Source: an optimization exercise on an open RTL-to-GDS flow (aim: small area and a short achievable clock period). Production flows keep margins and buffers that such runs may drop. Where RTL was checked, it was by simulation tests only, not by an equivalence proof against the original. Power and IR drop assume default switching activity.

==> umber: inputs <==
// spi_wrapper
module spi_wrapper
#(
  parameter int MEM_DEPTH = 256,
  parameter int ADDR_SIZE = 8
) (
  input  logic clk,
  input  logic rst_n,
  input  logic MOSI,
  output logic MISO,
  input  logic SS_n
);
  logic [9:0] rx_data_bus;
  logic       rx_valid;
  logic [7:0] tx_data_bus;
  logic       tx_valid;
  spi_slave SPI_INSATNCE (
    .clk        (clk),
    .rst_n      (rst_n),
    .MOSI       (MOSI),
    .SS_n       (SS_n),
    .tx_data_i  (tx_data_bus),
    .tx_valid_i (tx_valid),
    .rx_data_o  (rx_data_bus),
    .rx_valid_o (rx_valid),
    .MISO       (MISO)
  );
  spi_ram #(
    .MEM_DEPTH (MEM_DEPTH),
    .ADDR_SIZE (ADDR_SIZE)
  ) RAM_INSTANCE (
    .clk        (clk),
    .rst_n      (rst_n),
    .rx_data_i  (rx_data_bus),
    .rx_valid_i (rx_valid),
    .tx_data_o  (tx_data_bus),
    .tx_valid_o (tx_valid)
  );
endmodule
==> module spi_slave, before the edit <==
module spi_slave
(
  input  logic       clk,
  input  logic       rst_n,
  input  logic       MOSI,
  input  logic       SS_n,
  input  logic [7:0] tx_data_i,
  input  logic       tx_valid_i,
  output logic [9:0] rx_data_o,
  output logic       rx_valid_o,
  output logic       MISO
);
  spi_wrapper_pkg::spi_state_t cs;
  spi_wrapper_pkg::spi_state_t cs_d;
  logic [3:0] bit_cnt_q;
  logic [8:0] shift_q;
  logic [9:0] rx_data_q;
  logic       rx_valid_q;
  logic       rd_addr_stored_q;
  logic [6:0] tx_shift_q;
  logic [2:0] tx_cnt_q;
  logic       miso_q;
  logic       w_data_state;
  logic       w_shifting;
  assign w_data_state = (cs == spi_wrapper_pkg::WRITE) || (cs == spi_wrapper_pkg::READ_ADD) || (cs == spi_wrapper_pkg::READ_DATA);
  assign w_shifting   = w_data_state && (bit_cnt_q < 4'(spi_wrapper_pkg::c_FRAME_BITS));
  always_comb begin
    cs_d = cs;
    if (SS_n) begin
      cs_d = spi_wrapper_pkg::IDLE;
    end else begin
      case (cs)
        spi_wrapper_pkg::IDLE:      cs_d = spi_wrapper_pkg::CHK_CMD;
        spi_wrapper_pkg::CHK_CMD:   cs_d = MOSI ? (rd_addr_stored_q ? spi_wrapper_pkg::READ_DATA : spi_wrapper_pkg::READ_ADD) : spi_wrapper_pkg::WRITE;
        spi_wrapper_pkg::WRITE,
        spi_wrapper_pkg::READ_ADD,
        spi_wrapper_pkg::READ_DATA: cs_d = cs;
        default:   cs_d = spi_wrapper_pkg::IDLE;
      endcase
    end
  end
  always_ff @(posedge clk or negedge rst_n) begin
    if (!rst_n) begin
      cs               <= spi_wrapper_pkg::IDLE;
      bit_cnt_q        <= '0;
      shift_q          <= '0;
      rx_data_q        <= '0;
      rx_valid_q       <= 1'b0;
      rd_addr_stored_q <= 1'b0;
      tx_shift_q       <= '0;
      tx_cnt_q         <= '0;
      miso_q           <= 1'b0;
    end else begin
      cs         <= cs_d;
      rx_valid_q <= 1'b0;
      if (SS_n) begin
        bit_cnt_q  <= '0;
        shift_q    <= '0;
        tx_shift_q <= '0;
        tx_cnt_q   <= '0;
        miso_q     <= 1'b0;
      end else begin
        if (w_shifting) begin
          if (bit_cnt_q == 4'(spi_wrapper_pkg::c_FRAME_BITS - 1)) begin
            rx_data_q  <= {shift_q, MOSI};
            rx_valid_q <= 1'b1;
            bit_cnt_q  <= 4'(spi_wrapper_pkg::c_FRAME_BITS);
            if (cs == spi_wrapper_pkg::READ_ADD)  rd_addr_stored_q <= 1'b1;
            if (cs == spi_wrapper_pkg::READ_DATA) rd_addr_stored_q <= 1'b0;
          end else begin
            shift_q   <= {shift_q[7:0], MOSI};
            bit_cnt_q <= bit_cnt_q + 4'd1;
          end
        end
        if (tx_valid_i) begin
          miso_q     <= tx_data_i[7];
          tx_shift_q <= tx_data_i[6:0];
          tx_cnt_q   <= 3'd7;
        end else if (tx_cnt_q != 3'd0) begin
          miso_q     <= tx_shift_q[6];
          tx_shift_q <= {tx_shift_q[5:0], 1'b0};
          tx_cnt_q   <= tx_cnt_q - 3'd1;
        end else begin
          miso_q <= 1'b0;
        end
      end
    end
  end
  assign rx_data_o  = rx_data_q;
  assign rx_valid_o = rx_valid_q;
  assign MISO       = miso_q;
endmodule
==> module spi_ram, before the edit <==
module spi_ram
#(
  parameter int MEM_DEPTH = 256,
  parameter int ADDR_SIZE = 8
) (
  input  logic       clk,
  input  logic       rst_n,
  input  logic [9:0] rx_data_i,
  input  logic       rx_valid_i,
  output logic [7:0] tx_data_o,
  output logic       tx_valid_o
);
  logic [7:0]           RAM [MEM_DEPTH];
  logic [ADDR_SIZE-1:0] wr_addr;
  logic [ADDR_SIZE-1:0] rd_addr;
  logic [7:0]           tx_data_q;
  logic                 tx_valid_q;
  logic [ADDR_SIZE-1:0] w_addr;
  logic [1:0]           w_cmd;
  logic                 w_mem_wr;
  assign w_addr   = ADDR_SIZE'(rx_data_i[7:0]);
  assign w_cmd    = rx_data_i[9:8];
  assign w_mem_wr = rx_valid_i && (w_cmd == spi_wrapper_pkg::c_CMD_WR_DATA);
  always_ff @(posedge clk or negedge rst_n) begin
    if (!rst_n) begin
      wr_addr    <= '0;
      rd_addr    <= '0;
      tx_data_q  <= '0;
      tx_valid_q <= 1'b0;
    end else begin
      tx_valid_q <= 1'b0;
      if (rx_valid_i) begin
        case (w_cmd)
          spi_wrapper_pkg::c_CMD_WR_ADDR: wr_addr <= w_addr;
          spi_wrapper_pkg::c_CMD_RD_ADDR: rd_addr <= w_addr;
          spi_wrapper_pkg::c_CMD_RD_DATA: begin
            tx_data_q  <= RAM[rd_addr];
            tx_valid_q <= 1'b1;
          end
          default: ;
        endcase
      end
    end
  end
  always_ff @(posedge clk) begin
    if (w_mem_wr) RAM[wr_addr] <= rx_data_i[7:0];
  end
  assign tx_data_o  = tx_data_q;
  assign tx_valid_o = tx_valid_q;
endmodule
==> module spi_wrapper, before the edit <==
module spi_wrapper
#(
  parameter int MEM_DEPTH = 256,
  parameter int ADDR_SIZE = 8
) (
  input  logic clk,
  input  logic rst_n,
  input  logic MOSI,
  output logic MISO,
  input  logic SS_n
);
  logic [9:0] rx_data_bus;
  logic       rx_valid;
  logic [7:0] tx_data_bus;
  logic       tx_valid;
  spi_slave SPI_INSATNCE (
    .clk        (clk),
    .rst_n      (rst_n),
    .MOSI       (MOSI),
    .SS_n       (SS_n),
    .tx_data_i  (tx_data_bus),
    .tx_valid_i (tx_valid),
    .rx_data_o  (rx_data_bus),
    .rx_valid_o (rx_valid),
    .MISO       (MISO)
  );
  spi_ram #(
    .MEM_DEPTH (MEM_DEPTH),
    .ADDR_SIZE (ADDR_SIZE)
  ) RAM_INSTANCE (
    .clk        (clk),
    .rst_n      (rst_n),
    .rx_data_i  (rx_data_bus),
    .rx_valid_i (rx_valid),
    .tx_data_o  (tx_data_bus),
    .tx_valid_o (tx_valid)
  );
endmodule
clock: 5.5 ns
lec_check: 0
cap_margin: 20
core_margin: 2
core_utilization: 40
slew_margin: 20
run.sh (not shown) runs the stock make flow with config.mk's settings and CLKGATE_MAP_FILE= SYNTH_SCRIPT=/design/flow/synth_recipe.tcl, a recipe that flattens the netlist after the stock synthesis.
==> xenon (differences from umber) <==
==> flow/design.v (replaced) <==
`default_nettype none
package spi_wrapper_pkg;
  typedef logic [2:0] spi_state_t;
  typedef logic [1:0] spi_cmd_t;
  localparam logic [2:0] IDLE      = 3'b000;
  localparam logic [2:0] CHK_CMD   = 3'b001;
  localparam logic [2:0] WRITE     = 3'b010;
  localparam logic [2:0] READ_ADD  = 3'b011;
  localparam logic [2:0] READ_DATA = 3'b100;
  localparam logic [1:0] c_CMD_WR_ADDR = 2'b00;
  localparam logic [1:0] c_CMD_WR_DATA = 2'b01;
  localparam logic [1:0] c_CMD_RD_ADDR = 2'b10;
  localparam logic [1:0] c_CMD_RD_DATA = 2'b11;
  localparam int c_FRAME_BITS = 10;
endpackage
`default_nettype wire
`default_nettype none
module spi_slave
(
  input  logic       clk,
  input  logic       rst_n,
  input  logic       MOSI,
  input  logic       SS_n,
  input  logic [7:0] rd_byte_i,    
  output logic [9:0] frame_o,
  output logic       rx_valid_o,
  output logic       MISO
);
  spi_wrapper_pkg::spi_state_t cs;
  spi_wrapper_pkg::spi_state_t cs_d;
  logic [3:0] bit_cnt_q;
  logic [9:0] shift_q;
  logic       rx_valid_q;
  logic       rd_addr_stored_q;
  logic [7:0] tx_shift_q;
  logic       miso_q;
  logic       w_data_state;
  logic       w_shifting;
  logic       w_tx_load;
  assign w_data_state = (cs == spi_wrapper_pkg::WRITE) || (cs == spi_wrapper_pkg::READ_ADD) || (cs == spi_wrapper_pkg::READ_DATA);
  assign w_shifting   = w_data_state && (bit_cnt_q < 4'(spi_wrapper_pkg::c_FRAME_BITS));
  assign w_tx_load    = rx_valid_q && (shift_q[9:8] == spi_wrapper_pkg::c_CMD_RD_DATA);
  always_comb begin
    cs_d = cs;
    if (SS_n) begin
      cs_d = spi_wrapper_pkg::IDLE;
    end else begin
      case (cs)
        spi_wrapper_pkg::IDLE:      cs_d = spi_wrapper_pkg::CHK_CMD;
        spi_wrapper_pkg::CHK_CMD:   cs_d = MOSI ? (rd_addr_stored_q ? spi_wrapper_pkg::READ_DATA : spi_wrapper_pkg::READ_ADD) : spi_wrapper_pkg::WRITE;
        spi_wrapper_pkg::WRITE,
        spi_wrapper_pkg::READ_ADD,
        spi_wrapper_pkg::READ_DATA: cs_d = cs;
        default:   cs_d = spi_wrapper_pkg::IDLE;
      endcase
    end
  end
  always_ff @(posedge clk) begin
    if (!SS_n && w_shifting) shift_q <= {shift_q[8:0], MOSI};
  end
  always_ff @(posedge clk or negedge rst_n) begin
    if (!rst_n) begin
      cs               <= spi_wrapper_pkg::IDLE;
      bit_cnt_q        <= '0;
      rx_valid_q       <= 1'b0;
      rd_addr_stored_q <= 1'b0;
    end else begin
      cs         <= cs_d;
      rx_valid_q <= 1'b0;
      if (SS_n) begin
        bit_cnt_q <= '0;
      end else if (w_shifting) begin
        if (bit_cnt_q == 4'(spi_wrapper_pkg::c_FRAME_BITS - 1)) begin
          rx_valid_q <= 1'b1;
          if (cs == spi_wrapper_pkg::READ_ADD)  rd_addr_stored_q <= 1'b1;
          if (cs == spi_wrapper_pkg::READ_DATA) rd_addr_stored_q <= 1'b0;
        end
        bit_cnt_q <= bit_cnt_q + 4'd1;
      end
    end
  end
  always_ff @(posedge clk or negedge rst_n) begin
    if (!rst_n) begin
      tx_shift_q <= '0;
      miso_q     <= 1'b0;
    end else begin
      miso_q <= !SS_n && tx_shift_q[7];
      if (w_tx_load)  tx_shift_q <= rd_byte_i;
      else if (SS_n)  tx_shift_q <= '0;
      else            tx_shift_q <= {tx_shift_q[6:0], 1'b0};
    end
  end
  assign frame_o    = shift_q;
  assign rx_valid_o = rx_valid_q;
  assign MISO       = miso_q;
endmodule
`default_nettype wire
`default_nettype none
module spi_ram
#(
  parameter int L  = 8,
  parameter int LW = 3,    
  parameter int NT = 32,
  parameter int TW = 5     
) (
  input  logic       clk,
  input  logic       rst_n,
  input  logic [9:0] frame_i,
  input  logic       rx_valid_i,
  output logic [7:0] rd_byte_o
);
  logic [7:0]    ring_q [NT][L];
  logic [LW-1:0] phase_q;         
  logic [7:0]    wr_addr_q;       
  logic          wr_addr_set_q;   
  logic [7:0]    wr_data_q;
  logic          wr_pend_q;
  logic [7:0]    rd_addr_q;
  logic [7:0]    rd_byte_q;
  logic cmd_wa, cmd_wd, cmd_ra;
  logic w_hit;
  logic w_cap;
  logic [7:0] w_head;
  assign cmd_wa = rx_valid_i && (frame_i[9:8] == spi_wrapper_pkg::c_CMD_WR_ADDR);
  assign cmd_wd = rx_valid_i && (frame_i[9:8] == spi_wrapper_pkg::c_CMD_WR_DATA);
  assign cmd_ra = rx_valid_i && (frame_i[9:8] == spi_wrapper_pkg::c_CMD_RD_ADDR);
  always_ff @(posedge clk) phase_q <= phase_q + 1'b1;
  assign w_hit = wr_pend_q && (wr_addr_q[LW-1:0] == phase_q);
  always_ff @(posedge clk) begin
    wr_pend_q <= cmd_wd || (wr_pend_q && !w_hit);
    if (cmd_wd) wr_data_q <= frame_i[7:0];
    if (cmd_wa) wr_addr_q <= frame_i[7:0];
    else if (cmd_wd && !wr_addr_set_q) wr_addr_q <= '0;
  end
  always_ff @(posedge clk or negedge rst_n) begin
    if (!rst_n) begin
      wr_addr_set_q <= 1'b0;
      rd_addr_q     <= '0;
    end else begin
      if (cmd_wa || cmd_wd) wr_addr_set_q <= 1'b1;
      if (cmd_ra) rd_addr_q <= frame_i[7:0];
    end
  end
  for (genvar t = 0; t < NT; t++) begin : g_ring
    logic w_we;
    assign w_we = w_hit && (wr_addr_q[LW+TW-1:LW] == TW'(t));
    always_ff @(posedge clk) begin
      for (int i = 0; i < L - 1; i++) ring_q[t][i] <= ring_q[t][i+1];
      ring_q[t][L-1] <= w_we ? wr_data_q : ring_q[t][0];
    end
  end
  assign w_head = ring_q[rd_addr_q[LW+TW-1:LW]][0];
  assign w_cap  = (rd_addr_q[LW-1:0] == phase_q);
  always_ff @(posedge clk) begin
    if (w_cap) rd_byte_q <= (w_hit && (wr_addr_q == rd_addr_q)) ? wr_data_q : w_head;
  end
  assign rd_byte_o = rd_byte_q;
endmodule
`default_nettype wire
`default_nettype none
module spi_wrapper
(
  input  logic clk,
  input  logic rst_n,
  input  logic MOSI,
  output logic MISO,
  input  logic SS_n
);
  logic [9:0] frame;
  logic       rx_valid;
  logic [7:0] rd_byte;
  spi_slave SPI_INSATNCE (
    .clk        (clk),
    .rst_n      (rst_n),
    .MOSI       (MOSI),
    .SS_n       (SS_n),
    .rd_byte_i  (rd_byte),
    .frame_o    (frame),
    .rx_valid_o (rx_valid),
    .MISO       (MISO)
  );
  spi_ram RAM_INSTANCE (
    .clk        (clk),
    .rst_n      (rst_n),
    .frame_i    (frame),
    .rx_valid_i (rx_valid),
    .rd_byte_o  (rd_byte)
  );
endmodule
`default_nettype wire
==> metrics.md <==
| Metric | Value |
|---|---|
| Hold Path Class | in2async |
| Status | finished clean |
| Most common cell in the netlist | edfxtp_1 |
| Clock Skews | 0.0377 ns |
Source of the figures above: umber

==> metrics.md <==
| Metric | Value |
|---|---|
| Hold Path Class | reg2reg |
| Most common cell in the netlist | dfxtp_1 |
| P_comb | 23.2 uW |
| Status | finished clean |
| VDD IR max | 0.325 mV |
Source of the figures above: xenon


========
==> run a <==
spi_wrapper, a different RTL version from the one above (not shown whole).
## spi_wrapper
module spi_wrapper
(
  input  logic clk,
  input  logic rst_n,
  input  logic MOSI,
  output logic MISO,
  input  logic SS_n
);
Settings: LEC_CHECK=0, CAP_MARGIN=20, CORE_MARGIN=2, CORE_UTILIZATION=80, CTS_CLUSTER_DIAMETER=60, CTS_CLUSTER_SIZE=30, SETUP_SLACK_MARGIN=3.4, SLEW_MARGIN=20; clock period 5.5 ns.
==> inputs of run b, as changes to run a <==
--- a/flow/design.v
+++ b/flow/design.v
@@ -54,11 +54,11 @@
         default:   cs_d = spi_wrapper_pkg::IDLE;
       endcase
     end
   end
   always_ff @(posedge clk) begin
-    shift_q <= {shift_q[8:0], MOSI};
+    if (!SS_n && w_shifting) shift_q <= {shift_q[8:0], MOSI};
   end
   always_ff @(posedge clk or negedge rst_n) begin
     if (!rst_n) begin
       cs               <= spi_wrapper_pkg::IDLE;
       bit_cnt_q        <= '0;
@@ -111,104 +111,76 @@
   logic [3:0] phase_q;         
   logic [8:0] wr_loc_q;        
   logic       wr_loc_set_q;    
   logic [7:0] wr_data_q;
   logic       wr_pend_q;
-  logic       wr_hit_q;        
-  logic [3:0] rd_idx_q;        
-  logic [5:0] rd_hi_q;         
-  logic [3:0] rd_lo_q;         
+  logic [3:0]    rd_idx_q;     
+  logic [NT-1:0] rd_ring_q;    
   logic [7:0] rd_byte_q;
   logic cmd_wa, cmd_wd, cmd_ra;
   logic [8:0] w_loc;
-  logic [3:0] w_phase_nx;
-  logic [8:0] w_wr_loc_nx;
-  logic       w_wr_pend_nx;
-  logic       w_cap;
-  logic       w_same;
+  logic w_hit, w_hit4;
+  logic w_cap;
   logic [7:0] w_head;
   logic [NT-1:0] w_wr_ring;
-  logic [5:0] w_new_hi;
-  logic [3:0] w_new_lo;
+  logic [NT-1:0] w_new_ring;
   function automatic logic [8:0] loc_of(input logic [7:0] a);
     logic [5:0] hi;
     hi = a[7:2] - 6'd42;
     if (a[7:2] < 6'd42) loc_of = {a[7:3], 1'b0, a[2:0]};
     else                loc_of = {hi[4:0], 2'b10, a[1:0]};
   endfunction
-  function automatic logic at_head(input logic [4:0] rng, input logic [3:0] idx, input logic [3:0] ph);
-    at_head = (idx[1:0] == ph[1:0]) && (rng == 5'd21 || idx[3:2] == ph[3:2]);
-  endfunction
   assign cmd_wa = rx_valid_i && (frame_i[9:8] == spi_wrapper_pkg::c_CMD_WR_ADDR);
   assign cmd_wd = rx_valid_i && (frame_i[9:8] == spi_wrapper_pkg::c_CMD_WR_DATA);
   assign cmd_ra = rx_valid_i && (frame_i[9:8] == spi_wrapper_pkg::c_CMD_RD_ADDR);
   assign w_loc  = loc_of(frame_i[7:0]);
-  assign w_phase_nx = (phase_q == 4'd11) ? 4'd0 : phase_q + 4'd1;
-  always_ff @(posedge clk) phase_q <= w_phase_nx;
-  always_comb begin
-    w_wr_loc_nx = wr_loc_q;
-    if (cmd_wa) w_wr_loc_nx = w_loc;
-    else if (cmd_wd && !wr_loc_set_q) w_wr_loc_nx = '0;
-  end
-  assign w_wr_pend_nx = cmd_wd || (wr_pend_q && !wr_hit_q);
-  always_ff @(posedge clk) begin
-    wr_loc_q  <= w_wr_loc_nx;
-    wr_pend_q <= w_wr_pend_nx;
-    wr_hit_q  <= w_wr_pend_nx && at_head(w_wr_loc_nx[8:4], w_wr_loc_nx[3:0], w_phase_nx);
+  always_ff @(posedge clk) phase_q <= (phase_q == 4'd11) ? 4'd0 : phase_q + 4'd1;
+  assign w_hit4 = wr_pend_q && (wr_loc_q[1:0] == phase_q[1:0]);
+  assign w_hit  = w_hit4 && (wr_loc_q[3:2] == phase_q[3:2]);
+  always_ff @(posedge clk) begin
+    wr_pend_q <= cmd_wd || (wr_pend_q && !(w_wr_ring[NT-1] ? w_hit4 : w_hit));
     if (rx_valid_i) wr_data_q <= frame_i[7:0];
-  end
-  for (genvar t = 0; t < NT; t++) begin : g_dec
-    assign w_wr_ring[t] = (wr_loc_q[8:4] == 5'(t));
-  end
-  for (genvar t = 0; t < NT - 1; t++) begin : g_ring
-    always_ff @(posedge clk) begin
-      for (int i = 0; i < L - 1; i++) ring_q[t][i] <= ring_q[t][i+1];
-      ring_q[t][L-1] <= (wr_hit_q && w_wr_ring[t]) ? wr_data_q : ring_q[t][0];
-    end
-  end
-  always_ff @(posedge clk) begin
-    for (int i = 0; i < 3; i++) ring4_q[i] <= ring4_q[i+1];
-    ring4_q[3] <= (wr_hit_q && w_wr_ring[NT-1]) ? wr_data_q : ring4_q[0];
-  end
-  for (genvar h = 0; h < 6; h++) begin : g_hi
-    assign w_new_hi[h] = (w_loc[8:6] == 3'(h));
-  end
-  for (genvar l = 0; l < 4; l++) begin : g_lo
-    assign w_new_lo[l] = (w_loc[5:4] == 2'(l));
+    if (cmd_wa) wr_loc_q <= w_loc;
+    else if (cmd_wd && !wr_loc_set_q) wr_loc_q <= '0;
   end
   always_ff @(posedge clk or negedge rst_n) begin
     if (!rst_n) begin
       wr_loc_set_q <= 1'b0;
       rd_idx_q     <= '0;
-      rd_hi_q      <= 6'b000001;
-      rd_lo_q      <= 4'b0001;
+      rd_ring_q    <= NT'(1);
     end else begin
       if (cmd_wa || cmd_wd) wr_loc_set_q <= 1'b1;
       if (cmd_ra) begin
-        rd_idx_q <= w_loc[3:0];
-        rd_hi_q  <= w_new_hi;
-        rd_lo_q  <= w_new_lo;
+        rd_idx_q  <= w_loc[3:0];
+        rd_ring_q <= w_new_ring;
       end
     end
   end
+  for (genvar t = 0; t < NT; t++) begin : g_dec
+    assign w_wr_ring[t]  = (wr_loc_q[8:4] == 5'(t));
+    assign w_new_ring[t] = (w_loc[8:4] == 5'(t));
+  end
+  for (genvar t = 0; t < NT - 1; t++) begin : g_ring
+    logic w_we;
+    assign w_we = w_hit && w_wr_ring[t];
+    always_ff @(posedge clk) begin
+      for (int i = 0; i < L - 1; i++) ring_q[t][i] <= ring_q[t][i+1];
+      ring_q[t][L-1] <= w_we ? wr_data_q : ring_q[t][0];
+    end
+  end
+  always_ff @(posedge clk) begin
+    for (int i = 0; i < 3; i++) ring4_q[i] <= ring4_q[i+1];
+    ring4_q[3] <= (w_hit4 && w_wr_ring[NT-1]) ? wr_data_q : ring4_q[0];
+  end
   always_comb begin
-    logic [7:0] grp;
-    w_head = '0;
-    for (int h = 0; h < 6; h++) begin
-      grp = '0;
-      for (int l = 0; l < 4; l++) begin
-        if (4 * h + l < NT - 1)       grp |= rd_lo_q[l] ? ring_q[4*h+l][0] : 8'd0;
-        else if (4 * h + l == NT - 1) grp |= rd_lo_q[l] ? ring4_q[0] : 8'd0;
-      end
-      w_head |= rd_hi_q[h] ? grp : 8'd0;
-    end
+    w_head = rd_ring_q[NT-1] ? ring4_q[0] : 8'd0;
+    for (int t = 0; t < NT - 1; t++) w_head |= rd_ring_q[t] ? ring_q[t][0] : 8'd0;
   end
   assign w_cap  = (rd_idx_q[1:0] == phase_q[1:0]) &&
-                  ((rd_hi_q[5] && rd_lo_q[1]) || rd_idx_q[3:2] == phase_q[3:2]);
-  assign w_same = wr_hit_q && rd_hi_q[wr_loc_q[8:6]] && rd_lo_q[wr_loc_q[5:4]];
-  always_ff @(posedge clk) begin
-    if (w_cap) rd_byte_q <= w_same ? wr_data_q : w_head;
+                  (rd_ring_q[NT-1] || rd_idx_q[3:2] == phase_q[3:2]);
+  always_ff @(posedge clk) begin
+    if (w_cap) rd_byte_q <= (wr_pend_q && (wr_loc_q[3:0] == rd_idx_q) && |(w_wr_ring & rd_ring_q)) ? wr_data_q : w_head;
   end
   assign rd_byte_o = rd_byte_q;
 endmodule
 `default_nettype wire
 `default_nettype none
==> flow/config.mk (replaced) <==
export PLATFORM = sky130hd
export DESIGN_NAME = spi_wrapper
export DESIGN_NICKNAME = spi_wrapper
export VERILOG_FILES = /design/flow/design.v
export SDC_FILE = /design/flow/constraint.sdc
export NUM_CORES = 4
export LEC_CHECK = 0
export CAP_MARGIN = 20
export CORE_MARGIN = 2
export CORE_UTILIZATION = 40
export CTS_BUF_LIST = sky130_fd_sc_hd__clkbuf_8
export SETUP_SLACK_MARGIN = 3.3
export SLEW_MARGIN = 20
==> inputs of run c, as changes to run a <==
--- a/flow/config.mk
+++ b/flow/config.mk
@@ -5,10 +5,10 @@
 export SDC_FILE = /design/flow/constraint.sdc
 export NUM_CORES = 4
 export LEC_CHECK = 0
 export CAP_MARGIN = 20
 export CORE_MARGIN = 2
-export CORE_UTILIZATION = 80
+export CORE_UTILIZATION = 72
 export CTS_CLUSTER_DIAMETER = 60
 export CTS_CLUSTER_SIZE = 30
-export SETUP_SLACK_MARGIN = 3.4
+export SETUP_SLACK_MARGIN = 3.3
 export SLEW_MARGIN = 20
==> run notes <==
Against run b, the maximum frequency of run c is higher by 9.6%. In run b the global-route usage is lower than in run c, by 9.8 points. Between run c and run b, the lower final cell count is in run c (gap 25%, measured against run b). In run b the flip-flop and latch count is higher than in run c, by 11. Run b finished clean. Run a failed in clock tree synthesis. Run c passed the timing, DRC and antenna checks. Against run c, the utilization of run b is lower by 31 points. Synthesized cell count: run c is lower than run b (about 1.2%). In sequential power, run c and run b hardly differ. Of run b and run c, run b has the higher design area (gap 11%, measured against run c).
No functional check of the RTL was part of any run of this note.

## afterwards: timing with drivers on the ports
How much do the figures lean on ideal ports? The routed layouts below were timed once more, with nothing changed but the port constraints. Step 1 assumes that a clkbuf_16 drives the clock port and a buf_2 every other input. Step 2 times the ports against the registers' clock, not the clock port: input delays grow and output delays shrink by t, the midpoint of the rising clock arrivals with the driver on. Three values: ideal, step 1, step 2; two values: the first two.
run | t, ns | slack for setup (ns) | worst register clock-pin slew, ns
umber | 0.936 | 1.330 / 1.330 / 1.330 | 0.07 / 0.07
xenon | 0.822 | 2.491 / 2.491 / 2.418 | 0.07 / 0.07
run b | 0.957 | 3.036 / 2.970 / 2.533 | 0.07 / 0.07
run c | 0.710 | 3.252 / 3.188 / 2.778 | 0.11 / 0.11
After both steps every run listed still meets setup and hold. For run b, which loses most, drivers alone change the setup slack by -0.066 ns; drivers and shift together by -0.503 ns.
